From an optimization exercise on the open Yosys and OpenROAD flow, aimed at small area, a short achievable clock period and few clock cycles; shortcuts taken in it are not production practice.
No functional check of the RTL was part of any run shown here.

[design/flow/flow/run.sh]
#!/bin/bash
# Standard layout, with the port buffers made of the smallest buffer cell and
# Yosys's generic fine-grained ABC pass skipped, so that the adders written as
# gates reach full-adder extraction as written.
set -euo pipefail
bash standard.sh SYNTH_ARGS=-noabc BUFFER_PORTS_ARGS="-buffer_cell sky130_fd_sc_hd__buf_1" finish > standard_flow.log 2>&1
[design/flow/standard.sh]
#!/bin/bash
# synth_recipe.tcl (not shown) runs the flow's synth.tcl, then flattens the netlist and writes it again
# the make line also repeats each setting of config.mk as NAME=value (left out here)
make -C /OpenROAD-flow-scripts/flow DESIGN_CONFIG=/design/flow/config.mk WORK_HOME=/design/flow/orfs CLKGATE_MAP_FILE= SYNTH_SCRIPT=/design/flow/synth_recipe.tcl "${@:-finish}"
[design/flow/config.mk]
export PLATFORM = sky130hd
export DESIGN_NAME = rtc_fields_to_epoch_seconds_unit
export DESIGN_NICKNAME = rtc_fields_to_epoch_seconds_unit
export VERILOG_FILES = /design/flow/design.v
export SDC_FILE = /design/flow/constraint.sdc
export NUM_CORES = 4
export LEC_CHECK = 0
export CAP_MARGIN = 20
export CORE_MARGIN = 2
export CORE_UTILIZATION = 40
export CTS_BUF_LIST = sky130_fd_sc_hd__clkbuf_8
export SETUP_SLACK_MARGIN = 3.5
export SLEW_MARGIN = 20
[design/flow/constraint.sdc]
create_clock -name core_clock -period 8.0 [get_ports {clk}]
set_input_delay 1.6000 -clock core_clock [delete_from_list [all_inputs] [get_ports {clk}]]
set_output_delay 1.6000 -clock core_clock [all_outputs]
set_load 0.01 [all_outputs]
[design/flow/design.v]
package rfes_pkg;
  localparam logic [11:0] EPOCH_YEAR    = 12'd1970;
  localparam logic [11:0] BASE_YEAR     = 12'd2000;
  localparam logic [16:0] SECS_PER_DAY  = 17'd86400;
  localparam logic [16:0] SECS_PER_HOUR = 17'd3600;
  localparam logic [16:0] SECS_PER_MIN  = 17'd60;
  localparam logic [16:0] SECS_PER_SEC  = 17'd1;
  localparam logic [1:0] EPOCH_MOD4   = 2'd2;
  localparam logic [6:0] EPOCH_MOD100 = 7'd70;
  localparam logic [8:0] EPOCH_MOD400 = 9'd370;
  localparam logic CFG_BCD_MODE  = 1'b0;
  localparam logic CFG_TWELVE_HR = 1'b1;
  typedef struct packed {
    logic [7:0] raw_seconds;
    logic [7:0] raw_minutes;
    logic [7:0] raw_hours;
    logic [7:0] raw_monthday;
    logic [7:0] raw_month;
    logic [7:0] raw_year;
  } rfes_in_t;
  typedef struct packed {
    logic [31:0] epoch_seconds;
    logic        field_error;
  } rfes_out_t;
  typedef struct packed {
    logic [7:0] sec;
    logic [7:0] min;
    logic [7:0] hr;
    logic [7:0] day;
    logic [3:0] mon_idx;
    logic       mon_ok;
    logic [7:0] yr;
    logic       err;
  } rfes_dec_t;
  typedef enum logic [3:0] {
    ST_IDLE,
    ST_YEARS,
    ST_DAY,
    ST_MUL_DAY,
    ST_MUL_HR,
    ST_MUL_MIN,
    ST_MUL_SEC,
    ST_LAST,
    ST_OUT
  } rfes_state_t;
  typedef enum logic [3:0] {
    OP_NONE,
    OP_LOAD,
    OP_YEAR,
    OP_MONTH,
    OP_DAY,
    OP_MUL_DAY,
    OP_MUL_HR,
    OP_MUL_MIN,
    OP_MUL_SEC,
    OP_LAST
  } rfes_op_t;
  typedef struct packed {
    rfes_op_t op;
  } rfes_ctrl_t;
  typedef struct packed {
    logic year_done;
  } rfes_stat_t;
  function automatic logic [7:0] bcd_decode(input logic [7:0] b, input logic bcd);
    logic [7:0] hi;
    hi = {4'b0000, b[7:4]};
    if (bcd) begin
      bcd_decode = (hi << 3) + (hi << 1) + {4'b0000, b[3:0]};
    end else begin
      bcd_decode = b;
    end
  endfunction
  function automatic logic [8:0] days_before_month(input logic [3:0] idx);
    case (idx)
      4'd0:    days_before_month = 9'd0;
      4'd1:    days_before_month = 9'd31;
      4'd2:    days_before_month = 9'd59;
      4'd3:    days_before_month = 9'd90;
      4'd4:    days_before_month = 9'd120;
      4'd5:    days_before_month = 9'd151;
      4'd6:    days_before_month = 9'd181;
      4'd7:    days_before_month = 9'd212;
      4'd8:    days_before_month = 9'd243;
      4'd9:    days_before_month = 9'd273;
      4'd10:   days_before_month = 9'd304;
      4'd11:   days_before_month = 9'd334;
      default: days_before_month = 9'd0;
    endcase
  endfunction
  function automatic logic [4:0] month_length(input logic [3:0] idx);
    case (idx)
      4'd1:              month_length = 5'd28;
      4'd3, 4'd5, 4'd8,
      4'd10:             month_length = 5'd30;
      default:           month_length = 5'd31;
    endcase
  endfunction
  function automatic logic [15:0] month_offset(input logic [3:0] mon, input logic leap);
    case ({mon, leap})
      5'd2: month_offset = 16'd10957;
      5'd3: month_offset = 16'd10956;
      5'd4: month_offset = 16'd10988;
      5'd5: month_offset = 16'd10987;
      5'd6: month_offset = 16'd11016;
      5'd7: month_offset = 16'd11016;
      5'd8: month_offset = 16'd11047;
      5'd9: month_offset = 16'd11047;
      5'd10: month_offset = 16'd11077;
      5'd11: month_offset = 16'd11077;
      5'd12: month_offset = 16'd11108;
      5'd13: month_offset = 16'd11108;
      5'd14: month_offset = 16'd11138;
      5'd15: month_offset = 16'd11138;
      5'd16: month_offset = 16'd11169;
      5'd17: month_offset = 16'd11169;
      5'd18: month_offset = 16'd11200;
      5'd19: month_offset = 16'd11200;
      5'd20: month_offset = 16'd11230;
      5'd21: month_offset = 16'd11230;
      5'd22: month_offset = 16'd11261;
      5'd23: month_offset = 16'd11261;
      5'd24: month_offset = 16'd11291;
      5'd25: month_offset = 16'd11291;
      default: month_offset = 16'd0;
    endcase
  endfunction
  function automatic logic gt8(input logic [7:0] x, input logic [7:0] c);
    logic g;
    g = 1'b0;
    for (int i = 0; i < 8; i++) begin
      g = c[i] ? (x[i] & g) : (x[i] | g);
    end
    gt8 = g;
  endfunction
  function automatic logic bcd_gt59(input logic [7:0] b);
    bcd_gt59 = gt8({4'd0, b[7:4]}, 8'd5) || ((b[7:4] == 4'd5) && gt8({4'd0, b[3:0]}, 8'd9));
  endfunction
  function automatic logic bcd_gt23(input logic [7:0] b);
    bcd_gt23 = gt8({4'd0, b[7:4]}, 8'd2) || ((b[7:4] == 4'd2) && gt8({4'd0, b[3:0]}, 8'd3)) ||
               ((b[7:4] == 4'd1) && gt8({4'd0, b[3:0]}, 8'd13));
  endfunction
  function automatic logic bcd_gt99(input logic [7:0] b);
    bcd_gt99 = gt8({4'd0, b[7:4]}, 8'd9) || ((b[7:4] == 4'd9) && gt8({4'd0, b[3:0]}, 8'd9));
  endfunction
  function automatic logic bcd_bad_1_12(input logic [6:0] b);
    bcd_bad_1_12 = gt8({5'd0, b[6:4]}, 8'd1) || ((b[6:4] == 3'd1) && gt8({4'd0, b[3:0]}, 8'd2)) ||
                   ((b[6:4] == 3'd0) && ((b[3:0] == 4'd0) || gt8({4'd0, b[3:0]}, 8'd12)));
  endfunction
  function automatic logic day_gt(input logic [7:0] b, input logic bcd, input logic [3:0] ml);
    if (bcd) begin
      day_gt = gt8({4'd0, b[7:4]}, 8'd3) ||
               ((b[7:4] == 4'd3) && (ml[0] || ml[1] || (ml[2] && (b[3:0] != 4'd0)) ||
                                     (ml[3] && gt8({4'd0, b[3:0]}, 8'd1)))) ||
               ((b[7:4] == 4'd2) && ((ml[0] && gt8({4'd0, b[3:0]}, 8'd8)) ||
                                     (ml[1] && gt8({4'd0, b[3:0]}, 8'd9)) ||
                                     (ml[2] && gt8({4'd0, b[3:0]}, 8'd10)) ||
                                     (ml[3] && gt8({4'd0, b[3:0]}, 8'd11))));
    end else begin
      day_gt = gt8(b, 8'd31) || (ml[0] && gt8(b, 8'd28)) || (ml[1] && gt8(b, 8'd29)) ||
               (ml[2] && gt8(b, 8'd30));
    end
  endfunction
  function automatic logic [4:0] hour12(input logic [3:0] h, input logic pm);
    case ({pm, h})
      5'h01: hour12 = 5'd1;
      5'h02: hour12 = 5'd2;
      5'h03: hour12 = 5'd3;
      5'h04: hour12 = 5'd4;
      5'h05: hour12 = 5'd5;
      5'h06: hour12 = 5'd6;
      5'h07: hour12 = 5'd7;
      5'h08: hour12 = 5'd8;
      5'h09: hour12 = 5'd9;
      5'h0a: hour12 = 5'd10;
      5'h0b: hour12 = 5'd11;
      5'h11: hour12 = 5'd13;
      5'h12: hour12 = 5'd14;
      5'h13: hour12 = 5'd15;
      5'h14: hour12 = 5'd16;
      5'h15: hour12 = 5'd17;
      5'h16: hour12 = 5'd18;
      5'h17: hour12 = 5'd19;
      5'h18: hour12 = 5'd20;
      5'h19: hour12 = 5'd21;
      5'h1a: hour12 = 5'd22;
      5'h1b: hour12 = 5'd23;
      5'h1c: hour12 = 5'd12;
      default: hour12 = 5'd0;
    endcase
  endfunction
endpackage
module rtc_fields_to_epoch_seconds_unit (
  input  logic      clk,
  input  logic      rst,
  input  logic      start,
  output logic      busy,
  input  rfes_pkg::rfes_in_t  fields,
  output logic      done,
  output rfes_pkg::rfes_out_t result,
  input  logic      cfg_write,
  input  logic      cfg_index,
  input  logic      cfg_data
);
  logic        bcd_mode;
  logic        twelve_hour_mode;
  always_ff @(posedge clk) begin
    if (rst) begin
      bcd_mode         <= 1'b1;
      twelve_hour_mode <= 1'b0;
    end else if (cfg_write) begin
      case (cfg_index)
        rfes_pkg::CFG_BCD_MODE:  bcd_mode         <= cfg_data;
        rfes_pkg::CFG_TWELVE_HR: twelve_hour_mode <= cfg_data;
        default:       bcd_mode         <= bcd_mode;
      endcase
    end
  end
  assign busy = 1'b0;
  logic [5:0]  sec6;
  logic [5:0]  min6;
  logic [4:0]  hv5;
  logic [4:0]  day5;
  logic [6:0]  yr7;
  logic [3:0]  mon4;
  logic [3:0]  h4;
  logic [4:0]  hr5;
  logic        leap;
  logic [3:0]  ml;
  logic [1:0]  fields_r;
  logic        err_sec, err_min, err_hr, err_day, err_mon, err_yr, err_all;
  logic t0;
  logic t1;
  logic t2;
  logic t3;
  logic t4;
  logic t5;
  logic t6;
  logic t7;
  logic t8;
  logic t9;
  logic t10;
  logic t11;
  logic t12;
  logic t13;
  logic t14;
  logic t15;
  logic t16;
  logic t17;
  logic t18;
  logic t19;
  logic t20;
  logic t21;
  logic t22;
  logic t23;
  logic t24;
  logic t25;
  logic t26;
  logic t27;
  logic t28;
  logic t29;
  logic t30;
  logic t31;
  logic t32;
  logic t33;
  logic t34;
  logic t35;
  logic t36;
  logic t37;
  logic t38;
  logic t39;
  logic t40;
  logic t41;
  logic t42;
  logic t43;
  logic t44;
  logic t45;
  logic t46;
  logic t47;
  logic t48;
  logic t49;
  logic t50;
  logic t51;
  logic t52;
  logic t53;
  logic t54;
  logic t55;
  logic t56;
  logic t57;
  logic t58;
  logic t59;
  logic t60;
  logic t61;
  logic t62;
  logic t63;
  logic t64;
  logic t65;
  logic t66;
  logic t67;
  logic t68;
  logic t69;
  logic t70;
  logic t71;
  logic t72;
  logic t73;
  logic t74;
  logic t75;
  logic t76;
  logic t77;
  logic t78;
  logic t79;
  logic t80;
  logic t81;
  logic t82;
  logic t83;
  logic t84;
  logic t85;
  logic t86;
  logic t87;
  logic t88;
  logic t89;
  logic t90;
  logic t91;
  logic t92;
  logic t93;
  logic t94;
  logic t95;
  logic t96;
  logic t97;
  logic t98;
  logic t99;
  logic t100;
  logic t101;
  logic t102;
  logic t103;
  logic t104;
  logic t105;
  logic t106;
  logic t107;
  logic t108;
  logic t109;
  logic t110;
  logic t111;
  logic t112;
  logic t113;
  logic t114;
  logic t115;
  logic t116;
  logic t117;
  logic t118;
  logic t119;
  logic t120;
  logic t121;
  logic t122;
  logic t123;
  logic t124;
  logic t125;
  logic t126;
  logic t127;
  logic t128;
  logic t129;
  logic t130;
  logic t131;
  logic t132;
  logic t133;
  logic t134;
  logic t135;
  logic t136;
  logic t137;
  logic t138;
  logic t139;
  logic t140;
  logic t141;
  logic t142;
  logic t143;
  logic t144;
  logic t145;
  logic t146;
  logic t147;
  logic t148;
  logic t149;
  logic t150;
  logic t151;
  logic t152;
  logic t153;
  logic t154;
  logic t155;
  logic t156;
  logic t157;
  logic t158;
  logic t159;
  logic t160;
  assign t0 = bcd_mode & fields.raw_seconds[4];
  assign t1 = bcd_mode & fields.raw_seconds[5];
  assign t2 = bcd_mode ? fields.raw_seconds[6] : fields.raw_seconds[4];
  assign t3 = ~bcd_mode & fields.raw_seconds[5];
  assign t4 = ~bcd_mode & fields.raw_seconds[6];
  assign t5 = fields.raw_seconds[3] ^ fields.raw_seconds[4];
  assign t6 = fields.raw_seconds[3] & fields.raw_seconds[4];
  assign t7 = fields.raw_seconds[5] ^ t3;
  assign t8 = fields.raw_seconds[5] & t3;
  assign t9 = fields.raw_seconds[6] ^ t4;
  assign t10 = fields.raw_seconds[6] & t4;
  assign t11 = fields.raw_seconds[1] ^ t0;
  assign t12 = fields.raw_seconds[2] ^ t1;
  assign t13 = t2 ^ t5;
  assign t14 = t7 ^ t6;
  assign t15 = t9 ^ t8;
  assign t16 = fields.raw_seconds[1] & t0;
  assign t17 = fields.raw_seconds[2] & t1;
  assign t18 = t2 & t5;
  assign t19 = t7 & t6;
  assign t20 = t9 & t8;
  assign t21 = t17 | (t12 & t16);
  assign t22 = t12 & t11;
  assign t23 = t19 | (t14 & t18);
  assign t24 = t14 & t13;
  assign t25 = t18 | (t13 & t21);
  assign t26 = t13 & t22;
  assign t27 = t23 | (t24 & t21);
  assign t28 = t24 & t22;
  assign t29 = t20 | (t15 & t27);
  assign t30 = t12 ^ t16;
  assign t31 = t13 ^ t21;
  assign t32 = t14 ^ t25;
  assign t33 = t15 ^ t27;
  assign t34 = bcd_mode & fields.raw_minutes[4];
  assign t35 = bcd_mode & fields.raw_minutes[5];
  assign t36 = bcd_mode ? fields.raw_minutes[6] : fields.raw_minutes[4];
  assign t37 = ~bcd_mode & fields.raw_minutes[5];
  assign t38 = ~bcd_mode & fields.raw_minutes[6];
  assign t39 = fields.raw_minutes[3] ^ fields.raw_minutes[4];
  assign t40 = fields.raw_minutes[3] & fields.raw_minutes[4];
  assign t41 = fields.raw_minutes[5] ^ t37;
  assign t42 = fields.raw_minutes[5] & t37;
  assign t43 = fields.raw_minutes[6] ^ t38;
  assign t44 = fields.raw_minutes[6] & t38;
  assign t45 = fields.raw_minutes[1] ^ t34;
  assign t46 = fields.raw_minutes[2] ^ t35;
  assign t47 = t36 ^ t39;
  assign t48 = t41 ^ t40;
  assign t49 = t43 ^ t42;
  assign t50 = fields.raw_minutes[1] & t34;
  assign t51 = fields.raw_minutes[2] & t35;
  assign t52 = t36 & t39;
  assign t53 = t41 & t40;
  assign t54 = t43 & t42;
  assign t55 = t51 | (t46 & t50);
  assign t56 = t46 & t45;
  assign t57 = t53 | (t48 & t52);
  assign t58 = t48 & t47;
  assign t59 = t52 | (t47 & t55);
  assign t60 = t47 & t56;
  assign t61 = t57 | (t58 & t55);
  assign t62 = t58 & t56;
  assign t63 = t54 | (t49 & t61);
  assign t64 = t46 ^ t50;
  assign t65 = t47 ^ t55;
  assign t66 = t48 ^ t59;
  assign t67 = t49 ^ t61;
  assign t68 = bcd_mode & fields.raw_hours[4];
  assign t69 = bcd_mode & fields.raw_hours[5];
  assign t70 = ~bcd_mode & fields.raw_hours[4];
  assign t71 = ~bcd_mode & fields.raw_hours[5];
  assign t72 = fields.raw_hours[3] ^ fields.raw_hours[4];
  assign t73 = fields.raw_hours[3] & fields.raw_hours[4];
  assign t74 = fields.raw_hours[5] ^ t71;
  assign t75 = fields.raw_hours[5] & t71;
  assign t76 = fields.raw_hours[1] ^ t68;
  assign t77 = fields.raw_hours[2] ^ t69;
  assign t78 = t70 ^ t72;
  assign t79 = t74 ^ t73;
  assign t80 = fields.raw_hours[1] & t68;
  assign t81 = fields.raw_hours[2] & t69;
  assign t82 = t70 & t72;
  assign t83 = t74 & t73;
  assign t84 = t81 | (t77 & t80);
  assign t85 = t77 & t76;
  assign t86 = t83 | (t79 & t82);
  assign t87 = t82 | (t78 & t84);
  assign t88 = t78 & t85;
  assign t89 = t86 | (t79 & t84);
  assign t90 = t77 ^ t80;
  assign t91 = t78 ^ t84;
  assign t92 = t79 ^ t87;
  assign t93 = bcd_mode & fields.raw_monthday[4];
  assign t94 = bcd_mode & fields.raw_monthday[5];
  assign t95 = ~bcd_mode & fields.raw_monthday[4];
  assign t96 = ~bcd_mode & fields.raw_monthday[5];
  assign t97 = fields.raw_monthday[3] ^ fields.raw_monthday[4];
  assign t98 = fields.raw_monthday[3] & fields.raw_monthday[4];
  assign t99 = fields.raw_monthday[5] ^ t96;
  assign t100 = fields.raw_monthday[5] & t96;
  assign t101 = fields.raw_monthday[1] ^ t93;
  assign t102 = fields.raw_monthday[2] ^ t94;
  assign t103 = t95 ^ t97;
  assign t104 = t99 ^ t98;
  assign t105 = fields.raw_monthday[1] & t93;
  assign t106 = fields.raw_monthday[2] & t94;
  assign t107 = t95 & t97;
  assign t108 = t99 & t98;
  assign t109 = t106 | (t102 & t105);
  assign t110 = t102 & t101;
  assign t111 = t108 | (t104 & t107);
  assign t112 = t107 | (t103 & t109);
  assign t113 = t103 & t110;
  assign t114 = t111 | (t104 & t109);
  assign t115 = t102 ^ t105;
  assign t116 = t103 ^ t109;
  assign t117 = t104 ^ t112;
  assign t118 = bcd_mode & fields.raw_year[4];
  assign t119 = bcd_mode & fields.raw_year[5];
  assign t120 = bcd_mode ? fields.raw_year[6] : fields.raw_year[4];
  assign t121 = bcd_mode ? fields.raw_year[7] : fields.raw_year[5];
  assign t122 = ~bcd_mode & fields.raw_year[6];
  assign t123 = ~bcd_mode & fields.raw_year[7];
  assign t124 = fields.raw_year[3] ^ fields.raw_year[4];
  assign t125 = fields.raw_year[3] & fields.raw_year[4];
  assign t126 = fields.raw_year[5] ^ t121;
  assign t127 = fields.raw_year[5] & t121;
  assign t128 = fields.raw_year[6] ^ t122;
  assign t129 = fields.raw_year[6] & t122;
  assign t130 = fields.raw_year[7] ^ t123;
  assign t131 = fields.raw_year[7] & t123;
  assign t132 = fields.raw_year[1] ^ t118;
  assign t133 = fields.raw_year[2] ^ t119;
  assign t134 = t120 ^ t124;
  assign t135 = t126 ^ t125;
  assign t136 = t128 ^ t127;
  assign t137 = t130 ^ t129;
  assign t138 = fields.raw_year[1] & t118;
  assign t139 = fields.raw_year[2] & t119;
  assign t140 = t120 & t124;
  assign t141 = t126 & t125;
  assign t142 = t128 & t127;
  assign t143 = t130 & t129;
  assign t144 = t139 | (t133 & t138);
  assign t145 = t133 & t132;
  assign t146 = t141 | (t135 & t140);
  assign t147 = t135 & t134;
  assign t148 = t143 | (t137 & t142);
  assign t149 = t140 | (t134 & t144);
  assign t150 = t134 & t145;
  assign t151 = t146 | (t147 & t144);
  assign t152 = t147 & t145;
  assign t153 = t142 | (t136 & t151);
  assign t154 = t136 & t152;
  assign t155 = t148 | (t137 & t151);
  assign t156 = t133 ^ t138;
  assign t157 = t134 ^ t144;
  assign t158 = t135 ^ t149;
  assign t159 = t136 ^ t151;
  assign t160 = t137 ^ t153;
  assign sec6 = {t33, t32, t31, t30, t11, fields.raw_seconds[0]};
  assign min6 = {t67, t66, t65, t64, t45, fields.raw_minutes[0]};
  assign hv5 = {t92, t91, t90, t76, fields.raw_hours[0]};
  assign day5 = {t117, t116, t115, t101, fields.raw_monthday[0]};
  assign yr7 = {t160, t159, t158, t157, t156, t132, fields.raw_year[0]};
  always_comb begin
    err_sec = bcd_mode ? rfes_pkg::bcd_gt59(fields.raw_seconds) : rfes_pkg::gt8(fields.raw_seconds, 8'd59);
    err_min = bcd_mode ? rfes_pkg::bcd_gt59(fields.raw_minutes) : rfes_pkg::gt8(fields.raw_minutes, 8'd59);
    if (twelve_hour_mode) begin
      err_hr = bcd_mode ? rfes_pkg::bcd_bad_1_12(fields.raw_hours[6:0]) :
                          ((fields.raw_hours[6:0] == 7'd0) ||
                           rfes_pkg::gt8({1'b0, fields.raw_hours[6:0]}, 8'd12));
    end else begin
      err_hr = bcd_mode ? rfes_pkg::bcd_gt23(fields.raw_hours) : rfes_pkg::gt8(fields.raw_hours, 8'd23);
    end
    err_mon = bcd_mode ? (rfes_pkg::bcd_bad_1_12(fields.raw_month[6:0]) || fields.raw_month[7]) :
                         ((fields.raw_month == 8'd0) || rfes_pkg::gt8(fields.raw_month, 8'd12));
    err_yr  = bcd_mode ? rfes_pkg::bcd_gt99(fields.raw_year) : rfes_pkg::gt8(fields.raw_year, 8'd99);
  end
  always_comb begin
    if (bcd_mode && fields.raw_month[4]) begin
      mon4 = {1'b1, fields.raw_month[1], ~fields.raw_month[1], fields.raw_month[0]};
    end else begin
      mon4 = fields.raw_month[3:0];
    end
    if (bcd_mode && fields.raw_hours[4]) begin
      h4 = {1'b1, fields.raw_hours[1], ~fields.raw_hours[1], fields.raw_hours[0]};
    end else begin
      h4 = fields.raw_hours[3:0];
    end
    hr5 = twelve_hour_mode ? rfes_pkg::hour12(h4, fields.raw_hours[7]) : hv5;
    if (bcd_mode) begin
      leap = !fields.raw_year[0] && (fields.raw_year[1] == fields.raw_year[4]);
    end else begin
      leap = (fields.raw_year[1:0] == 2'b00);
    end
    ml[0] = (mon4 == 4'd2) && !leap;
    ml[1] = (mon4 == 4'd2) && leap;
    ml[2] = (mon4 == 4'd4) || (mon4 == 4'd6) || (mon4 == 4'd9) || (mon4 == 4'd11);
    ml[3] = !(ml[0] || ml[1] || ml[2]);
    err_day = (fields.raw_monthday == 8'd0) || rfes_pkg::day_gt(fields.raw_monthday, bcd_mode, ml);
    err_all = err_sec || err_min || err_hr || err_day || err_mon || err_yr;
    if (bcd_mode) begin
      fields_r = {fields.raw_year[1] ^ fields.raw_year[4], fields.raw_year[0]};
    end else begin
      fields_r = fields.raw_year[1:0];
    end
  end
  logic        v_q;
  logic        err_q;
  logic [4:0]  q_q;
  logic [1:0]  r_q;
  logic [3:0]  mon_q;
  logic [4:0]  day_q;
  logic [4:0]  hr_q;
  logic [5:0]  min_q;
  logic [5:0]  sec_q;
  logic        leap_q;
  always_ff @(posedge clk) begin
    if (rst) begin
      v_q <= 1'b0;
    end else begin
      v_q <= start;
    end
  end
  always_ff @(posedge clk) begin
    err_q <= err_all;
    q_q   <= yr7[6:2];
    r_q   <= fields_r;
    mon_q <= mon4;
    day_q <= day5;
    hr_q  <= hr5;
    min_q <= min6;
    sec_q <= sec6;
    leap_q <= leap;
  end
  logic [31:0] epoch;
  logic [31:0] tab;
  always_comb begin
    case (mon_q)
      4'd1: tab = leap_q ? 32'd676164100 : 32'd676250500;
      4'd2: tab = leap_q ? 32'd678842500 : 32'd678928900;
      4'd3: tab = 32'd681348100;
      4'd4: tab = 32'd684026500;
      4'd5: tab = 32'd686618500;
      4'd6: tab = 32'd689296900;
      4'd7: tab = 32'd691888900;
      4'd8: tab = 32'd694567300;
      4'd9: tab = 32'd697245700;
      4'd10: tab = 32'd699837700;
      4'd11: tab = 32'd702516100;
      4'd12: tab = 32'd705108100;
      default: tab = 32'd0;
    endcase
  end
  logic t161;
  logic t162;
  logic t163;
  logic t164;
  logic t165;
  logic t166;
  logic t167;
  logic t168;
  logic t169;
  logic t170;
  logic t171;
  logic t172;
  logic t173;
  logic t174;
  logic t175;
  logic t176;
  logic t177;
  logic t178;
  logic t179;
  logic t180;
  logic t181;
  logic t182;
  logic t183;
  logic t184;
  logic t185;
  logic t186;
  logic t187;
  logic t188;
  logic t189;
  logic t190;
  logic t191;
  logic t192;
  logic t193;
  logic t194;
  logic t195;
  logic t196;
  logic t197;
  logic t198;
  logic t199;
  logic t200;
  logic t201;
  logic t202;
  logic t203;
  logic t204;
  logic t205;
  logic t206;
  logic t207;
  logic t208;
  logic t209;
  logic t210;
  logic t211;
  logic t212;
  logic t213;
  logic t214;
  logic t215;
  logic t216;
  logic t217;
  logic t218;
  logic t219;
  logic t220;
  logic t221;
  logic t222;
  logic t223;
  logic t224;
  logic t225;
  logic t226;
  logic t227;
  logic t228;
  logic t229;
  logic t230;
  logic t231;
  logic t232;
  logic t233;
  logic t234;
  logic t235;
  logic t236;
  logic t237;
  logic t238;
  logic t239;
  logic t240;
  logic t241;
  logic t242;
  logic t243;
  logic t244;
  logic t245;
  logic t246;
  logic t247;
  logic t248;
  logic t249;
  logic t250;
  logic t251;
  logic t252;
  logic t253;
  logic t254;
  logic t255;
  logic t256;
  logic t257;
  logic t258;
  logic t259;
  logic t260;
  logic t261;
  logic t262;
  logic t263;
  logic t264;
  logic t265;
  logic t266;
  logic t267;
  logic t268;
  logic t269;
  logic t270;
  logic t271;
  logic t272;
  logic t273;
  logic t274;
  logic t275;
  logic t276;
  logic t277;
  logic t278;
  logic t279;
  logic t280;
  logic t281;
  logic t282;
  logic t283;
  logic t284;
  logic t285;
  logic t286;
  logic t287;
  logic t288;
  logic t289;
  logic t290;
  logic t291;
  logic t292;
  logic t293;
  logic t294;
  logic t295;
  logic t296;
  logic t297;
  logic t298;
  logic t299;
  logic t300;
  logic t301;
  logic t302;
  logic t303;
  logic t304;
  logic t305;
  logic t306;
  logic t307;
  logic t308;
  logic t309;
  logic t310;
  logic t311;
  logic t312;
  logic t313;
  logic t314;
  logic t315;
  logic t316;
  logic t317;
  logic t318;
  logic t319;
  logic t320;
  logic t321;
  logic t322;
  logic t323;
  logic t324;
  logic t325;
  logic t326;
  logic t327;
  logic t328;
  logic t329;
  logic t330;
  logic t331;
  logic t332;
  logic t333;
  logic t334;
  logic t335;
  logic t336;
  logic t337;
  logic t338;
  logic t339;
  logic t340;
  logic t341;
  logic t342;
  logic t343;
  logic t344;
  logic t345;
  logic t346;
  logic t347;
  logic t348;
  logic t349;
  logic t350;
  logic t351;
  logic t352;
  logic t353;
  logic t354;
  logic t355;
  logic t356;
  logic t357;
  logic t358;
  logic t359;
  logic t360;
  logic t361;
  logic t362;
  logic t363;
  logic t364;
  logic t365;
  logic t366;
  logic t367;
  logic t368;
  logic t369;
  logic t370;
  logic t371;
  logic t372;
  logic t373;
  logic t374;
  logic t375;
  logic t376;
  logic t377;
  logic t378;
  logic t379;
  logic t380;
  logic t381;
  logic t382;
  logic t383;
  logic t384;
  logic t385;
  logic t386;
  logic t387;
  logic t388;
  logic t389;
  logic t390;
  logic t391;
  logic t392;
  logic t393;
  logic t394;
  logic t395;
  logic t396;
  logic t397;
  logic t398;
  logic t399;
  logic t400;
  logic t401;
  logic t402;
  logic t403;
  logic t404;
  logic t405;
  logic t406;
  logic t407;
  logic t408;
  logic t409;
  logic t410;
  logic t411;
  logic t412;
  logic t413;
  logic t414;
  logic t415;
  logic t416;
  logic t417;
  logic t418;
  logic t419;
  logic t420;
  logic t421;
  logic t422;
  logic t423;
  logic t424;
  logic t425;
  logic t426;
  logic t427;
  logic t428;
  logic t429;
  logic t430;
  logic t431;
  logic t432;
  logic t433;
  logic t434;
  logic t435;
  logic t436;
  logic t437;
  logic t438;
  logic t439;
  logic t440;
  logic t441;
  assign t161 = ~q_q[0] ^ day_q[0] ^ hr_q[3];
  assign t162 = (~q_q[0] & day_q[0]) | (hr_q[3] & (~q_q[0] ^ day_q[0]));
  assign t163 = ~q_q[1] ^ day_q[1] ^ day_q[0];
  assign t164 = (~q_q[1] & day_q[1]) | (day_q[0] & (~q_q[1] ^ day_q[1]));
  assign t165 = hr_q[4] ^ min_q[2];
  assign t166 = hr_q[4] & min_q[2];
  assign t167 = ~q_q[2] ^ day_q[2] ^ day_q[1];
  assign t168 = (~q_q[2] & day_q[2]) | (day_q[1] & (~q_q[2] ^ day_q[2]));
  assign t169 = ~hr_q[0] ^ min_q[3];
  assign t170 = ~hr_q[0] & min_q[3];
  assign t171 = ~q_q[3] ^ day_q[3] ^ day_q[2];
  assign t172 = (~q_q[3] & day_q[3]) | (day_q[2] & (~q_q[3] ^ day_q[3]));
  assign t173 = ~hr_q[1] ^ min_q[4] ^ r_q[0];
  assign t174 = (~hr_q[1] & min_q[4]) | (r_q[0] & (~hr_q[1] ^ min_q[4]));
  assign t175 = ~q_q[4] ^ day_q[4] ^ day_q[3];
  assign t176 = (~q_q[4] & day_q[4]) | (day_q[3] & (~q_q[4] ^ day_q[4]));
  assign t177 = ~hr_q[2] ^ min_q[5] ^ r_q[1];
  assign t178 = (~hr_q[2] & min_q[5]) | (r_q[1] & (~hr_q[2] ^ min_q[5]));
  assign t179 = day_q[4] ^ day_q[0] ^ ~hr_q[3];
  assign t180 = (day_q[4] & day_q[0]) | (~hr_q[3] & (day_q[4] ^ day_q[0]));
  assign t181 = hr_q[0] ^ ~r_q[0];
  assign t182 = hr_q[0] & ~r_q[0];
  assign t183 = q_q[0] ^ day_q[1] ^ ~hr_q[4];
  assign t184 = (q_q[0] & day_q[1]) | (~hr_q[4] & (q_q[0] ^ day_q[1]));
  assign t185 = hr_q[1] ^ ~r_q[1];
  assign t186 = hr_q[1] & ~r_q[1];
  assign t187 = q_q[1] ^ day_q[2] ^ day_q[0];
  assign t188 = (q_q[1] & day_q[2]) | (day_q[0] & (q_q[1] ^ day_q[2]));
  assign t189 = hr_q[2] ^ r_q[0];
  assign t190 = hr_q[2] & r_q[0];
  assign t191 = q_q[2] ^ day_q[3] ^ day_q[1];
  assign t192 = (q_q[2] & day_q[3]) | (day_q[1] & (q_q[2] ^ day_q[3]));
  assign t193 = hr_q[3] ^ r_q[1];
  assign t194 = hr_q[3] & r_q[1];
  assign t195 = q_q[3] ^ day_q[4] ^ day_q[2];
  assign t196 = (q_q[3] & day_q[4]) | (day_q[2] & (q_q[3] ^ day_q[4]));
  assign t197 = day_q[0] ^ hr_q[4] ^ r_q[0];
  assign t198 = (day_q[0] & hr_q[4]) | (r_q[0] & (day_q[0] ^ hr_q[4]));
  assign t199 = q_q[4] ^ ~q_q[0] ^ day_q[3];
  assign t200 = (q_q[4] & ~q_q[0]) | (day_q[3] & (q_q[4] ^ ~q_q[0]));
  assign t201 = day_q[1] ^ r_q[1];
  assign t202 = day_q[1] & r_q[1];
  assign t203 = ~q_q[1] ^ day_q[4] ^ day_q[2];
  assign t204 = (~q_q[1] & day_q[4]) | (day_q[2] & (~q_q[1] ^ day_q[4]));
  assign t205 = ~min_q[5] ^ min_q[1];
  assign t206 = ~min_q[5] & min_q[1];
  assign t207 = ~r_q[1] ^ t165 ^ t163;
  assign t208 = (~r_q[1] & t165) | (t163 & (~r_q[1] ^ t165));
  assign t209 = t169 ^ t166 ^ t167;
  assign t210 = (t169 & t166) | (t167 & (t169 ^ t166));
  assign t211 = t170 ^ t171 ^ t173;
  assign t212 = (t170 & t171) | (t173 & (t170 ^ t171));
  assign t213 = t175 ^ t177 ^ t172;
  assign t214 = (t175 & t177) | (t172 & (t175 ^ t177));
  assign t215 = t181 ^ t179 ^ t176;
  assign t216 = (t181 & t179) | (t176 & (t181 ^ t179));
  assign t217 = t185 ^ t182 ^ t183;
  assign t218 = (t185 & t182) | (t183 & (t185 ^ t182));
  assign t219 = t189 ^ t186 ^ t187;
  assign t220 = (t189 & t186) | (t187 & (t189 ^ t186));
  assign t221 = t193 ^ t190 ^ t191;
  assign t222 = (t193 & t190) | (t191 & (t193 ^ t190));
  assign t223 = t194 ^ t195 ^ t197;
  assign t224 = (t194 & t195) | (t197 & (t194 ^ t195));
  assign t225 = t201 ^ t199 ^ t196;
  assign t226 = (t201 & t199) | (t196 & (t201 ^ t199));
  assign t227 = 1'b1 ^ t202 ^ t203;
  assign t228 = (1'b1 & t202) | (t203 & (1'b1 ^ t202));
  assign t229 = ~q_q[2] ^ q_q[0] ^ day_q[3];
  assign t230 = (~q_q[2] & q_q[0]) | (day_q[3] & (~q_q[2] ^ q_q[0]));
  assign t231 = ~q_q[3] ^ q_q[1];
  assign t232 = ~q_q[3] & q_q[1];
  assign t233 = ~q_q[4] ^ q_q[2];
  assign t234 = ~q_q[4] & q_q[2];
  assign t235 = ~min_q[0] ^ sec_q[2];
  assign t236 = ~min_q[0] & sec_q[2];
  assign t237 = ~min_q[1] ^ sec_q[3];
  assign t238 = ~min_q[1] & sec_q[3];
  assign t239 = hr_q[0] ^ ~min_q[2] ^ sec_q[4];
  assign t240 = (hr_q[0] & ~min_q[2]) | (sec_q[4] & (hr_q[0] ^ ~min_q[2]));
  assign t241 = hr_q[1] ^ ~min_q[3] ^ sec_q[5];
  assign t242 = (hr_q[1] & ~min_q[3]) | (sec_q[5] & (hr_q[1] ^ ~min_q[3]));
  assign t243 = hr_q[2] ^ ~min_q[4] ^ min_q[0];
  assign t244 = (hr_q[2] & ~min_q[4]) | (min_q[0] & (hr_q[2] ^ ~min_q[4]));
  assign t245 = ~r_q[0] ^ t205 ^ t161;
  assign t246 = (~r_q[0] & t205) | (t161 & (~r_q[0] ^ t205));
  assign t247 = t206 ^ t162 ^ t207;
  assign t248 = (t206 & t162) | (t207 & (t206 ^ t162));
  assign t249 = t164 ^ t209 ^ t208;
  assign t250 = (t164 & t209) | (t208 & (t164 ^ t209));
  assign t251 = t168 ^ t211 ^ t210;
  assign t252 = (t168 & t211) | (t210 & (t168 ^ t211));
  assign t253 = t174 ^ t213 ^ t212;
  assign t254 = (t174 & t213) | (t212 & (t174 ^ t213));
  assign t255 = t178 ^ t215 ^ t214;
  assign t256 = (t178 & t215) | (t214 & (t178 ^ t215));
  assign t257 = t180 ^ t217 ^ t216;
  assign t258 = (t180 & t217) | (t216 & (t180 ^ t217));
  assign t259 = t184 ^ t219 ^ t218;
  assign t260 = (t184 & t219) | (t218 & (t184 ^ t219));
  assign t261 = t188 ^ t221 ^ t220;
  assign t262 = (t188 & t221) | (t220 & (t188 ^ t221));
  assign t263 = t192 ^ t223 ^ t222;
  assign t264 = (t192 & t223) | (t222 & (t192 ^ t223));
  assign t265 = t198 ^ t225 ^ t224;
  assign t266 = (t198 & t225) | (t224 & (t198 ^ t225));
  assign t267 = t200 ^ t227 ^ t226;
  assign t268 = (t200 & t227) | (t226 & (t200 ^ t227));
  assign t269 = t204 ^ t229 ^ t228;
  assign t270 = (t204 & t229) | (t228 & (t204 ^ t229));
  assign t271 = day_q[4] ^ t231 ^ t230;
  assign t272 = (day_q[4] & t231) | (t230 & (day_q[4] ^ t231));
  assign t273 = ~r_q[0] ^ t233 ^ t232;
  assign t274 = (~r_q[0] & t233) | (t232 & (~r_q[0] ^ t233));
  assign t275 = q_q[3] ^ ~r_q[1] ^ t234;
  assign t276 = (q_q[3] & ~r_q[1]) | (t234 & (q_q[3] ^ ~r_q[1]));
  assign t277 = q_q[4] ^ ~q_q[0];
  assign t278 = q_q[4] & ~q_q[0];
  assign t279 = ~q_q[4] ^ q_q[0];
  assign t280 = ~q_q[4] & q_q[0];
  assign t281 = t244 ^ t245;
  assign t282 = t244 & t245;
  assign t283 = t246 ^ tab[8] ^ t247;
  assign t284 = (t246 & tab[8]) | (t247 & (t246 ^ tab[8]));
  assign t285 = tab[9] ^ t249 ^ t248;
  assign t286 = (tab[9] & t249) | (t248 & (tab[9] ^ t249));
  assign t287 = tab[10] ^ t251 ^ t250;
  assign t288 = (tab[10] & t251) | (t250 & (tab[10] ^ t251));
  assign t289 = tab[11] ^ t253 ^ t252;
  assign t290 = (tab[11] & t253) | (t252 & (tab[11] ^ t253));
  assign t291 = tab[12] ^ t255 ^ t254;
  assign t292 = (tab[12] & t255) | (t254 & (tab[12] ^ t255));
  assign t293 = tab[13] ^ t257 ^ t256;
  assign t294 = (tab[13] & t257) | (t256 & (tab[13] ^ t257));
  assign t295 = tab[14] ^ t259 ^ t258;
  assign t296 = (tab[14] & t259) | (t258 & (tab[14] ^ t259));
  assign t297 = tab[15] ^ t261 ^ t260;
  assign t298 = (tab[15] & t261) | (t260 & (tab[15] ^ t261));
  assign t299 = tab[16] ^ t263 ^ t262;
  assign t300 = (tab[16] & t263) | (t262 & (tab[16] ^ t263));
  assign t301 = tab[17] ^ t265 ^ t264;
  assign t302 = (tab[17] & t265) | (t264 & (tab[17] ^ t265));
  assign t303 = t267 ^ t266;
  assign t304 = t267 & t266;
  assign t305 = tab[19] ^ t269 ^ t268;
  assign t306 = (tab[19] & t269) | (t268 & (tab[19] ^ t269));
  assign t307 = t271 ^ tab[20] ^ t270;
  assign t308 = (t271 & tab[20]) | (t270 & (t271 ^ tab[20]));
  assign t309 = t273 ^ t272 ^ tab[21];
  assign t310 = (t273 & t272) | (tab[21] & (t273 ^ t272));
  assign t311 = t275 ^ t274 ^ tab[22];
  assign t312 = (t275 & t274) | (tab[22] & (t275 ^ t274));
  assign t313 = t277 ^ t276 ^ tab[23];
  assign t314 = (t277 & t276) | (tab[23] & (t277 ^ t276));
  assign t315 = ~q_q[1] ^ t278 ^ tab[24];
  assign t316 = (~q_q[1] & t278) | (tab[24] & (~q_q[1] ^ t278));
  assign t317 = ~q_q[2] ^ r_q[0] ^ tab[25];
  assign t318 = (~q_q[2] & r_q[0]) | (tab[25] & (~q_q[2] ^ r_q[0]));
  assign t319 = ~q_q[3] ^ r_q[1];
  assign t320 = ~q_q[3] & r_q[1];
  assign t321 = 1'b1 ^ t279;
  assign t322 = 1'b1 & t279;
  assign t323 = q_q[1] ^ t280;
  assign t324 = q_q[1] & t280;
  assign t325 = q_q[2] ^ 1'b1;
  assign t326 = q_q[2] & 1'b1;
  assign t327 = 1'b1 ^ t235;
  assign t328 = t237 ^ t236;
  assign t329 = t238 ^ t239;
  assign t330 = t241 ^ t240;
  assign t331 = t243 ^ t242;
  assign t332 = tab[7] ^ t281;
  assign t333 = t283 ^ t282;
  assign t334 = t285 ^ t284;
  assign t335 = t287 ^ t286;
  assign t336 = t289 ^ t288;
  assign t337 = t291 ^ t290;
  assign t338 = t293 ^ t292;
  assign t339 = t295 ^ t294;
  assign t340 = t297 ^ t296;
  assign t341 = t299 ^ t298;
  assign t342 = t301 ^ t300;
  assign t343 = 1'b0 ^ 1'b0;
  assign t344 = 1'b1 & t235;
  assign t345 = t237 & t236;
  assign t346 = t238 & t239;
  assign t347 = t241 & t240;
  assign t348 = t243 & t242;
  assign t349 = tab[7] & t281;
  assign t350 = t283 & t282;
  assign t351 = t285 & t284;
  assign t352 = t287 & t286;
  assign t353 = t289 & t288;
  assign t354 = t291 & t290;
  assign t355 = t293 & t292;
  assign t356 = t295 & t294;
  assign t357 = t297 & t296;
  assign t358 = t299 & t298;
  assign t359 = t301 & t300;
  assign t360 = 1'b0 & 1'b0;
  assign t361 = t345 | (t328 & t344);
  assign t362 = t328 & t327;
  assign t363 = t347 | (t330 & t346);
  assign t364 = t330 & t329;
  assign t365 = t349 | (t332 & t348);
  assign t366 = t332 & t331;
  assign t367 = t351 | (t334 & t350);
  assign t368 = t334 & t333;
  assign t369 = t353 | (t336 & t352);
  assign t370 = t336 & t335;
  assign t371 = t355 | (t338 & t354);
  assign t372 = t338 & t337;
  assign t373 = t357 | (t340 & t356);
  assign t374 = t340 & t339;
  assign t375 = t359 | (t342 & t358);
  assign t376 = t342 & t341;
  assign t377 = t346 | (t329 & t361);
  assign t378 = t329 & t362;
  assign t379 = t363 | (t364 & t361);
  assign t380 = t364 & t362;
  assign t381 = t350 | (t333 & t365);
  assign t382 = t333 & t366;
  assign t383 = t367 | (t368 & t365);
  assign t384 = t368 & t366;
  assign t385 = t354 | (t337 & t369);
  assign t386 = t337 & t370;
  assign t387 = t371 | (t372 & t369);
  assign t388 = t372 & t370;
  assign t389 = t358 | (t341 & t373);
  assign t390 = t341 & t374;
  assign t391 = t375 | (t376 & t373);
  assign t392 = t376 & t374;
  assign t393 = t348 | (t331 & t379);
  assign t394 = t331 & t380;
  assign t395 = t365 | (t366 & t379);
  assign t396 = t366 & t380;
  assign t397 = t381 | (t382 & t379);
  assign t398 = t382 & t380;
  assign t399 = t383 | (t384 & t379);
  assign t400 = t384 & t380;
  assign t401 = t356 | (t339 & t387);
  assign t402 = t339 & t388;
  assign t403 = t373 | (t374 & t387);
  assign t404 = t374 & t388;
  assign t405 = t389 | (t390 & t387);
  assign t406 = t390 & t388;
  assign t407 = t391 | (t392 & t387);
  assign t408 = t392 & t388;
  assign t409 = t352 | (t335 & t399);
  assign t410 = t335 & t400;
  assign t411 = t369 | (t370 & t399);
  assign t412 = t370 & t400;
  assign t413 = t385 | (t386 & t399);
  assign t414 = t386 & t400;
  assign t415 = t387 | (t388 & t399);
  assign t416 = t388 & t400;
  assign t417 = t401 | (t402 & t399);
  assign t418 = t402 & t400;
  assign t419 = t403 | (t404 & t399);
  assign t420 = t404 & t400;
  assign t421 = t405 | (t406 & t399);
  assign t422 = t406 & t400;
  assign t423 = t407 | (t408 & t399);
  assign t424 = t408 & t400;
  assign t425 = t360 | (t343 & t423);
  assign t426 = t328 ^ t344;
  assign t427 = t329 ^ t361;
  assign t428 = t330 ^ t377;
  assign t429 = t331 ^ t379;
  assign t430 = t332 ^ t393;
  assign t431 = t333 ^ t395;
  assign t432 = t334 ^ t397;
  assign t433 = t335 ^ t399;
  assign t434 = t336 ^ t409;
  assign t435 = t337 ^ t411;
  assign t436 = t338 ^ t413;
  assign t437 = t339 ^ t415;
  assign t438 = t340 ^ t417;
  assign t439 = t341 ^ t419;
  assign t440 = t342 ^ t421;
  assign t441 = t343 ^ t423;
  logic        v2_q;
  logic        err2_q;
  logic        lo_q_0;
  logic        lo_q_1;
  logic        lo_q_2;
  logic        lo_q_3;
  logic        lo_q_4;
  logic        lo_q_5;
  logic        lo_q_6;
  logic        lo_q_7;
  logic        lo_q_8;
  logic        lo_q_9;
  logic        lo_q_10;
  logic        lo_q_11;
  logic        lo_q_12;
  logic        lo_q_13;
  logic        lo_q_14;
  logic        lo_q_15;
  logic        lo_q_16;
  logic        lo_q_17;
  logic        cy_q;
  logic        cs0_q_18;
  logic        cs1_q_18;
  logic        cs0_q_19;
  logic        cs1_q_19;
  logic        cs0_q_20;
  logic        cs1_q_20;
  logic        cs0_q_21;
  logic        cs1_q_21;
  logic        cs0_q_22;
  logic        cs1_q_22;
  logic        cs0_q_23;
  logic        cs1_q_23;
  logic        cs0_q_24;
  logic        cs1_q_24;
  logic        cs0_q_25;
  logic        cs1_q_25;
  logic        cs0_q_26;
  logic        cs1_q_26;
  logic        cs0_q_27;
  logic        cs1_q_27;
  logic        cs0_q_28;
  logic        cs1_q_28;
  logic        cs0_q_29;
  logic        cs1_q_29;
  logic        cs0_q_30;
  logic        cs1_q_30;
  logic        cs0_q_31;
  always_ff @(posedge clk) begin
    if (rst) begin
      v2_q <= 1'b0;
    end else begin
      v2_q <= v_q;
    end
  end
  always_ff @(posedge clk) begin
    err2_q <= err_q;
    lo_q_0 <= sec_q[0];
    lo_q_1 <= sec_q[1];
    lo_q_2 <= t327;
    lo_q_3 <= t426;
    lo_q_4 <= t427;
    lo_q_5 <= t428;
    lo_q_6 <= t429;
    lo_q_7 <= t430;
    lo_q_8 <= t431;
    lo_q_9 <= t432;
    lo_q_10 <= t433;
    lo_q_11 <= t434;
    lo_q_12 <= t435;
    lo_q_13 <= t436;
    lo_q_14 <= t437;
    lo_q_15 <= t438;
    lo_q_16 <= t439;
    lo_q_17 <= t440;
    cy_q <= t441;
    cs0_q_18 <= t303;
    cs1_q_18 <= t302;
    cs0_q_19 <= t305;
    cs1_q_19 <= t304;
    cs0_q_20 <= t307;
    cs1_q_20 <= t306;
    cs0_q_21 <= t309;
    cs1_q_21 <= t308;
    cs0_q_22 <= t311;
    cs1_q_22 <= t310;
    cs0_q_23 <= t313;
    cs1_q_23 <= t312;
    cs0_q_24 <= t315;
    cs1_q_24 <= t314;
    cs0_q_25 <= t317;
    cs1_q_25 <= t316;
    cs0_q_26 <= t319;
    cs1_q_26 <= t318;
    cs0_q_27 <= t321;
    cs1_q_27 <= t320;
    cs0_q_28 <= t323;
    cs1_q_28 <= t322;
    cs0_q_29 <= t325;
    cs1_q_29 <= t324;
    cs0_q_30 <= q_q[3];
    cs1_q_30 <= t326;
    cs0_q_31 <= q_q[4];
  end
  logic t442;
  logic t443;
  logic t444;
  logic t445;
  logic t446;
  logic t447;
  logic t448;
  logic t449;
  logic t450;
  logic t451;
  logic t452;
  logic t453;
  logic t454;
  logic t455;
  logic t456;
  logic t457;
  logic t458;
  logic t459;
  logic t460;
  logic t461;
  logic t462;
  logic t463;
  logic t464;
  logic t465;
  logic t466;
  logic t467;
  logic t468;
  logic t469;
  logic t470;
  logic t471;
  logic t472;
  logic t473;
  logic t474;
  logic t475;
  logic t476;
  logic t477;
  logic t478;
  logic t479;
  logic t480;
  logic t481;
  logic t482;
  logic t483;
  logic t484;
  logic t485;
  logic t486;
  logic t487;
  logic t488;
  logic t489;
  logic t490;
  logic t491;
  logic t492;
  logic t493;
  logic t494;
  logic t495;
  logic t496;
  logic t497;
  logic t498;
  logic t499;
  logic t500;
  logic t501;
  logic t502;
  logic t503;
  logic t504;
  logic t505;
  logic t506;
  logic t507;
  logic t508;
  logic t509;
  logic t510;
  logic t511;
  logic t512;
  logic t513;
  logic t514;
  logic t515;
  logic t516;
  logic t517;
  logic t518;
  logic t519;
  logic t520;
  logic t521;
  logic t522;
  logic t523;
  logic t524;
  logic t525;
  logic t526;
  logic t527;
  logic t528;
  logic t529;
  logic t530;
  logic t531;
  logic t532;
  logic t533;
  logic t534;
  logic t535;
  logic t536;
  logic t537;
  logic t538;
  assign t442 = cy_q ^ cy_q;
  assign t443 = cs0_q_18 ^ cs1_q_18;
  assign t444 = cs0_q_19 ^ cs1_q_19;
  assign t445 = cs0_q_20 ^ cs1_q_20;
  assign t446 = cs0_q_21 ^ cs1_q_21;
  assign t447 = cs0_q_22 ^ cs1_q_22;
  assign t448 = cs0_q_23 ^ cs1_q_23;
  assign t449 = cs0_q_24 ^ cs1_q_24;
  assign t450 = cs0_q_25 ^ cs1_q_25;
  assign t451 = cs0_q_26 ^ cs1_q_26;
  assign t452 = cs0_q_27 ^ cs1_q_27;
  assign t453 = cs0_q_28 ^ cs1_q_28;
  assign t454 = cs0_q_29 ^ cs1_q_29;
  assign t455 = cs0_q_30 ^ cs1_q_30;
  assign t456 = cs0_q_31 ^ 1'b0;
  assign t457 = cy_q & cy_q;
  assign t458 = cs0_q_18 & cs1_q_18;
  assign t459 = cs0_q_19 & cs1_q_19;
  assign t460 = cs0_q_20 & cs1_q_20;
  assign t461 = cs0_q_21 & cs1_q_21;
  assign t462 = cs0_q_22 & cs1_q_22;
  assign t463 = cs0_q_23 & cs1_q_23;
  assign t464 = cs0_q_24 & cs1_q_24;
  assign t465 = cs0_q_25 & cs1_q_25;
  assign t466 = cs0_q_26 & cs1_q_26;
  assign t467 = cs0_q_27 & cs1_q_27;
  assign t468 = cs0_q_28 & cs1_q_28;
  assign t469 = cs0_q_29 & cs1_q_29;
  assign t470 = cs0_q_30 & cs1_q_30;
  assign t471 = cs0_q_31 & 1'b0;
  assign t472 = t458 | (t443 & t457);
  assign t473 = t443 & t442;
  assign t474 = t460 | (t445 & t459);
  assign t475 = t445 & t444;
  assign t476 = t462 | (t447 & t461);
  assign t477 = t447 & t446;
  assign t478 = t464 | (t449 & t463);
  assign t479 = t449 & t448;
  assign t480 = t466 | (t451 & t465);
  assign t481 = t451 & t450;
  assign t482 = t468 | (t453 & t467);
  assign t483 = t453 & t452;
  assign t484 = t470 | (t455 & t469);
  assign t485 = t455 & t454;
  assign t486 = t459 | (t444 & t472);
  assign t487 = t444 & t473;
  assign t488 = t474 | (t475 & t472);
  assign t489 = t475 & t473;
  assign t490 = t463 | (t448 & t476);
  assign t491 = t448 & t477;
  assign t492 = t478 | (t479 & t476);
  assign t493 = t479 & t477;
  assign t494 = t467 | (t452 & t480);
  assign t495 = t452 & t481;
  assign t496 = t482 | (t483 & t480);
  assign t497 = t483 & t481;
  assign t498 = t471 | (t456 & t484);
  assign t499 = t461 | (t446 & t488);
  assign t500 = t446 & t489;
  assign t501 = t476 | (t477 & t488);
  assign t502 = t477 & t489;
  assign t503 = t490 | (t491 & t488);
  assign t504 = t491 & t489;
  assign t505 = t492 | (t493 & t488);
  assign t506 = t493 & t489;
  assign t507 = t469 | (t454 & t496);
  assign t508 = t454 & t497;
  assign t509 = t484 | (t485 & t496);
  assign t510 = t485 & t497;
  assign t511 = t498 | (t456 & t496);
  assign t512 = t465 | (t450 & t505);
  assign t513 = t450 & t506;
  assign t514 = t480 | (t481 & t505);
  assign t515 = t481 & t506;
  assign t516 = t494 | (t495 & t505);
  assign t517 = t495 & t506;
  assign t518 = t496 | (t497 & t505);
  assign t519 = t497 & t506;
  assign t520 = t507 | (t508 & t505);
  assign t521 = t508 & t506;
  assign t522 = t509 | (t510 & t505);
  assign t523 = t510 & t506;
  assign t524 = t511 | (t456 & t505);
  assign t525 = t443 ^ t457;
  assign t526 = t444 ^ t472;
  assign t527 = t445 ^ t486;
  assign t528 = t446 ^ t488;
  assign t529 = t447 ^ t499;
  assign t530 = t448 ^ t501;
  assign t531 = t449 ^ t503;
  assign t532 = t450 ^ t505;
  assign t533 = t451 ^ t512;
  assign t534 = t452 ^ t514;
  assign t535 = t453 ^ t516;
  assign t536 = t454 ^ t518;
  assign t537 = t455 ^ t520;
  assign t538 = t456 ^ t522;
  assign epoch = {t538, t537, t536, t535, t534, t533, t532, t531, t530, t529, t528, t527, t526, t525, lo_q_17, lo_q_16, lo_q_15, lo_q_14, lo_q_13, lo_q_12, lo_q_11, lo_q_10, lo_q_9, lo_q_8, lo_q_7, lo_q_6, lo_q_5, lo_q_4, lo_q_3, lo_q_2, lo_q_1, lo_q_0};
  assign done   = v2_q;
  assign result = {epoch, err2_q};
endmodule
==> results.txt, run 1 <==
Post-synth EDFFs 0; crit end category output port; asr flop ratio synth 0; Synth Area in Adders 0.3674; slew margin rel. 0.4213; Worst path max stage delay roughly 0.53 ns; Clock Skew around 0.0083 ns; Filler cells roughly 1.6k; vias in the first global route roughly 4.8k; Starting Density 0.4039; Hold Violations, Final 0; outcome no timing/DRC/antenna violations; Post-CTS Hold Buffers 0; largest family of logic cells by synthesized area adder cells; DRT Pass-1 Iters 5; post-synthesis simple-gate area fraction 0.09743; Period minus WS final 4.384 ns; Worst Hold Depth 0; placed insts roughly 900; die area roughly 18,000 um2; Routed Antenna Nets 0; layout cells sized above 1 0.04993; drt wl/cell between 10 and 15 um; DP HPWL 11.06 mm; WL met2 around 6 mm; Hold Crit Class flip-flop to flip-flop; GRT Total Usage 0.1566; Finished Layout Cells around 940; TritonCTS Buffers 9; crit start category flip-flop; slowest CP cell fa_2; FF+latch count, synth 86; Top Layer Used met4; Yosys top cell by area dfxtp_1; CP cell instances fa_2 -> a21o_1 -> and4_1 -> or3_4 -> a21o_1 -> a21o_1 -> fa_2 -> buf_6; top cell type's share of synthesized area 0.2598; CTS Sinks 86; Setup TNS 0 ns; clk buf depth 2; Cell variety after synth 61; Worst R2R End cy_q$_DFF_P_; largest cells by area after synthesis dfxtp_1, fa_1, ha_1, inv_1, buf_4; Chip Width 132.7 um; Required @ worst endpoint between 6 and 7 ns; CTS root buffer clkbuf_8; Post-Synth XOR/XNOR Area 0.04626; synth cell count leaders dfxtp_1, inv_1, fa_1, ha_1, nor2_1; final cycle utilization of the critical path 0.5480; total grt overflow 0; post-synthesis mux area share 0.008308; Yosys Warn Count 1; CTS clk-pin slew, worst paths ~0.08 ns; crit path capture result[26]; Compound-Gate Fraction of Synth Area 0.1252; via count roughly 4.5k; syn_area_per_cell between 9 and 10 um2; count of final max-slew check failures 0; Worst-Skew Late Latency about 0.37 ns; nets 916; Area Overhead vs Synth 8.195%; CP most frequent cell a21o_1; largest net degree at the start of global routing 31; register area share after synthesis 0.2598; initial antenna violation count 0; syn nets 863; port bufs 87; core box area 16,410 um2; # diodes 0; RSZ-0062 raised after global routing false; max-cap violations 0; Max Clk Rate roughly 0.23 GHz; CP max FO 2; metal3 WL between 600 and 700 um; # DRC 0; routability cong. ~0.91; first-pass GRT wire length around 22 mm; Synth Flop Type dfxtp_1; Syn Inst Count approximately 660; vias per cell roughly 4.8; critical path class flip-flop to output port; 1st-iter DRT viols 201; Final Setup Violations 0; Routed WL 13.13 mm; Critical Path AT around 2.8 ns; flop2flop setup slack 3.80 ns; Reg-to-Reg Start r_q[1]$_DFF_P_; IO Pins between 80 and 90; crit path from cy_q$_DFF_P_; Max H-tree Level 3; mapped cell area roughly 6600 um2; top-count cell post-synth dfxtp_1; DIE HEIGHT 132.7 um; pin slew with the least headroom to its limit between 0.8 and 0.9 ns; register area approximately 1700 um2; Rows 47; CTS tree yes; area occupied by multi-input gates approximately 4300 um2; Metal-1 WL approximately 6 mm; worst reg2reg path depth 13
metrics by stage:
step	hold slack (ns)	utilization	worst slack (ns)	area [um2]
after floorplan	0.3096	-	3.878	6626
after global placement	0.3148	0.4216	3.766	6918
after detailed placement	0.3139	0.4216	3.742	6918
after CTS	0.3394	0.4358	3.502	7151
after global routing	0.3461	0.4370	3.485	7169
final	0.3351	0.4370	3.616	7169
worst min path at each step:
stage,start,slack [ns],to
2_1_floorplan,err_q$_DFF_P_,0.31,err2_q$_DFF_P_
3_3_place_gp,sec_q[1]$_DFF_P_,0.31,lo_q_1$_DFF_P_
3_5_place_dp,err_q$_DFF_P_,0.31,err2_q$_DFF_P_
4_1_cts,err_q$_DFF_P_,0.34,err2_q$_DFF_P_
5_1_grt,sec_q[1]$_DFF_P_,0.35,lo_q_1$_DFF_P_
6_report,sec_q[0]$_DFF_P_,0.34,lo_q_0$_DFF_P_
area by class of cell:
| cell class | count | share of cell area |
|---|---|---|
| well taps | 220 | 0.03839 |
| flip-flops and latches | 86 | 0.2405 |
| repair buffers | 90 | 0.04991 |
| clock inverters | 5 | 0.007853 |
| inverters | 85 | 0.04450 |
| clock buffers | 11 | 0.02112 |
| multi-input cells | 444 | 0.5977 |
critical path: cells and delay by family (launching register included):
kind                     cells  cell delay (ns)
AND/OR/NAND/NOR              2             0.50
adder cells (fa/ha/maj)      2             0.92
flip-flops                   1             0.33
buffers and inverters        1             0.10
AO/OA/AOI/OAI                3             0.57
cells by family (layout without fill, tap and decap cells):
family,count (synthesis),count (layout)
flops,86,86
compound gates,126,126
fa+ha+maj,146,146
other cells,1,1
buf+inv,133,191
simple gates,131,131
xor+xnor,35,35
mux,5,5
metal layers:
| metal | GRT usage | vias up |
|---|---|---|
| met4 | 0.05854 | 0 |
| met2 | 0.2487 | 116 |
| met1 | 0.2036 | 2134 |
| met5 | 0 | - |
| met3 | 0.04483 | 21 |
| li1 | - | 2271 |
flip-flops by register name, indices dropped and copies added, names as in the netlist, 2 cells and up:
signal and cells:
q_q 5, hr_q 5, r_q 2, day_q 5, mon_q 4, sec_q 6, min_q 6
timing repair:
| action | in CTS | in global routing |
|---|---|---|
| gates resized for setup | 4 | 5 |
| setup buffers | 2 | 1 |
| endpoints found under the setup margin | 2 | 2 |
| pin swaps | 4 | 6 |
placed cells by master (no fill, tap or decap), drive strengths merged, types with 3 or more instances in the layout:
cell type	n
buf	90
inv	87
dfxtp	86
fa	81
ha	65
nor2	36
a21oi	35
o21ai	29
nand2	28
xor2	18
xnor2	17
nor2b	14
a21o	14
clkbuf	11
nor3	10
nand3	9
and2	7
nand2b	7
o211ai	7
o22ai	6
o31ai	5
mux2	4
nand4	3
nor4	3
a22oi	3
or2	3
o21a	3
a22o	3
or3	3
==> run 2, diff against run 1 <==
--- a/design/flow/config.mk
+++ b/design/flow/config.mk
@@ -11,3 +11,3 @@
 export CTS_BUF_LIST = sky130_fd_sc_hd__clkbuf_8
-export SETUP_SLACK_MARGIN = 3.5
+export SETUP_SLACK_MARGIN = 4.0
 export SLEW_MARGIN = 20
==> results.txt, run 2 <==
syn_area_per_cell 9.995 um2 (unchanged); mapped cell area 6626 um2 (unchanged); DP HPWL 11.43 mm (+3.3%); layout cells sized above 1 0.1241 (+0.07422); Finished Layout Cells 953 (+1.3%); CP max FO 2 (unchanged); crit end category output port; Max H-tree Level 3 (unchanged); vias in the first global route 4,833 (+1.5%); GRT Total Usage 0.1651 (+0.008472); syn nets 863 (unchanged); Final Setup Violations 0 (unchanged); count of final max-slew check failures 0 (unchanged); first-pass GRT wire length 23.21 mm (+4.9%); register area share after synthesis 0.2598 (unchanged); most common cell after layout, fill and taps aside buf_1; port bufs 87 (unchanged); CTS root buffer clkbuf_8; Yosys Warn Count 1 (unchanged); worst reg2reg path depth 13 (unchanged); Rows 47 (unchanged); routability cong. 0.8551 (-6.5%); Routed Antenna Nets 0 (unchanged); Area Overhead vs Synth 12.05%; Starting Density 0.4039 (unchanged); Post-synth EDFFs 0 (unchanged); nets 928 (+1.3%); flop2flop setup slack 4.05 ns (+0.25 ns); CTS tree yes; Required @ worst endpoint 6.40 ns (about the same); DIE HEIGHT 132.7 um (unchanged); Reg-to-Reg Start q_q[0]$_DFF_P_; RSZ-0062 raised after global routing true; vias per cell 4.933 (+2.2%); total grt overflow 0 (unchanged); Period minus WS final 4.289 ns (-0.09524 ns); Filler cells 1,579 (-0.57%); via count 4,701 (+3.5%); asr flop ratio synth 0 (unchanged); largest cells by area after synthesis dfxtp_1, fa_1, ha_1, inv_1, buf_4; Hold Violations, Final 0 (unchanged); crit start category flip-flop; clk buf depth 2 (unchanged); DRT Pass-1 Iters 4 (-1); Setup TNS 0 ns (unchanged); top cell type's share of synthesized area 0.2598 (unchanged); outcome no timing/DRC/antenna violations; TritonCTS Buffers 9 (unchanged); Clock Skew 0.009529 ns (+0.001200 ns); die area 17,610 um2 (unchanged); Max Clk Rate 0.2332 GHz (+2.2%); CTS Sinks 86 (unchanged); Worst-Skew Late Latency 0.37 ns (about the same); slack of the critical path 3.711 ns (+0.09524 ns); post-place setup slack 3.759 ns (+0.01680 ns); CTS clk-pin slew, worst paths 0.08 ns (about the same); max-cap violations 0 (unchanged); top-count cell post-synth dfxtp_1; Chip Width 132.7 um (unchanged); initial antenna violation count 0 (unchanged); Final Util 0.4525 (+0.01556); # diodes 0 (unchanged); Cell variety after synth 61 (unchanged); largest net degree at the start of global routing 31 (unchanged); FF+latch count, synth 86 (unchanged); Hold Crit Class flip-flop to flip-flop; Synth Flop Type dfxtp_1; final cycle utilization of the critical path 0.5361 (-0.01191); crit path from cs1_q_18$_DFF_P_; Critical Path AT 2.69 ns (-0.09 ns); placed insts 922 (unchanged); pin slew with the least headroom to its limit 0.9034 ns (+0.03656 ns); drt wl/cell 14.44 um (+3.5%); core box area 16,410 um2 (unchanged); 1st-iter DRT viols 147 (-27%); critical path class flip-flop to output port; most frequent cells in the layout buf_1, fa_1, inv_1, dfxtp_1, ha_1; biggest regs min_q x6, sec_q x6; # DRC 0 (unchanged); Routed WL 13.76 mm (+4.8%); Yosys top cell by area dfxtp_1; slew margin rel. 0.3969 (-0.02441); Syn Inst Count 663 (unchanged); synth cell count leaders dfxtp_1, inv_1, fa_1, ha_1, nor2_1; Worst R2R End cy_q$_DFF_P_; IO Pins 89 (unchanged); crit path capture result[26]
-- run 2: area by class of cell --
type | count | area, um2 | area share
Inverter | 85 | 324.1 | 0.04365
Clock inverter | 4 | 52.55 | 0.007078
Multi-Input combinational cell | 444 | 4390 | 0.5913
Timing Repair Buffer | 102 | 461.7 | 0.06218
Clock buffer | 12 | 165.2 | 0.02224
Tap cell | 220 | 275.3 | 0.03707
Sequential cell | 86 | 1755 | 0.2364
-- run 2: worst min-delay path by stage --
stage | startpoint | endpoint | slack (ns) | cells past startpoint
2_1_floorplan | err_q$_DFF_P_ | err2_q$_DFF_P_ | 0.31 | 0
3_3_place_gp | sec_q[0]$_DFF_P_ | lo_q_0$_DFF_P_ | 0.31 | 0
3_5_place_dp | sec_q[0]$_DFF_P_ | lo_q_0$_DFF_P_ | 0.32 | 0
4_1_cts | sec_q[0]$_DFF_P_ | lo_q_0$_DFF_P_ | 0.34 | 0
5_1_grt | sec_q[0]$_DFF_P_ | lo_q_0$_DFF_P_ | 0.35 | 0
6_report | sec_q[0]$_DFF_P_ | lo_q_0$_DFF_P_ | 0.33 | 0
-- run 2: routing by layer --
layer  GRT usage  wire length [um]  vias up
met4     0.06691               344        0
met5           0                 0        -
met2      0.2714              6418      111
met1      0.2130              6430     2275
met3     0.03372               568       19
li1            -                 -     2296
-- run 2: logic make-up (layout without fill, tap and decap cells) --
family          count (synthesis)  count (layout)  share of synthesized area
fa+ha+maj                     146             146                     0.3674
buf+inv                       133             203                    0.09498
simple gates                  131             131                    0.09743
compound gates                126             126                     0.1252
flops                          86              86                     0.2598
xor+xnor                       35              35                    0.04626
mux                             5               5                   0.008308
other cells                     1               1                  0.0005659
-- run 2: critical path, cell delays in order, from the launching register on --
cell	delay (ns)
dfxtp_2	0.33
fa_2	0.38
a21o_1	0.18
and4_4	0.15
or3_4	0.33
a21o_1	0.18
a21o_1	0.16
fa_2	0.52
buf_6	0.10
-- run 2: repair_timing --
item                       CTS  global route
hold endpoints to repair     0             0
setup endpoints to repair    9            14
hold buffers                 0             0
setup buffers                5            10
gates resized for setup     28            39
pin swaps                   11            19
-- run 2: through the flow --
step / hold WS, ns / instance area, um2
after detailed placement: 0.3154 / 6928
after global placement: 0.3146 / 6928
after global routing: 0.3474 / 7425
after CTS: 0.3377 / 7251
after floorplan: 0.3096 / 6636
final: 0.3329 / 7425

## static timing again, ports no longer ideal
The results above use ideal ports. As a check the final layouts listed here were re-extracted and re-timed, cells and wires unchanged. Step 1 (the two cells are an assumption about what drives the block):
set clk [get_ports {clk}]
set_driving_cell -lib_cell sky130_fd_sc_hd__clkbuf_16 $clk
set_driving_cell -lib_cell sky130_fd_sc_hd__buf_2 [delete_from_list [all_inputs] $clk]
Step 2 adds t to the input delays and takes it off the output delays; t is the mean of the earliest and latest rising clock arrival at the registers after step 1. Input paths then give back, and output paths get back, about the clock's delay inside the block. Three values: ideal, step 1, step 2; two values: the first two.
| run | t, ns | slack for setup (ns) | pins driven straight from the clock port |
|---|---|---|---|
| run 1 | 0.399 | 3.616 / 3.583 / 3.797 | 1 |
| run 2 | 0.403 | 3.711 / 3.672 / 4.046 | 1 |
After both steps every run listed still meets setup and hold.
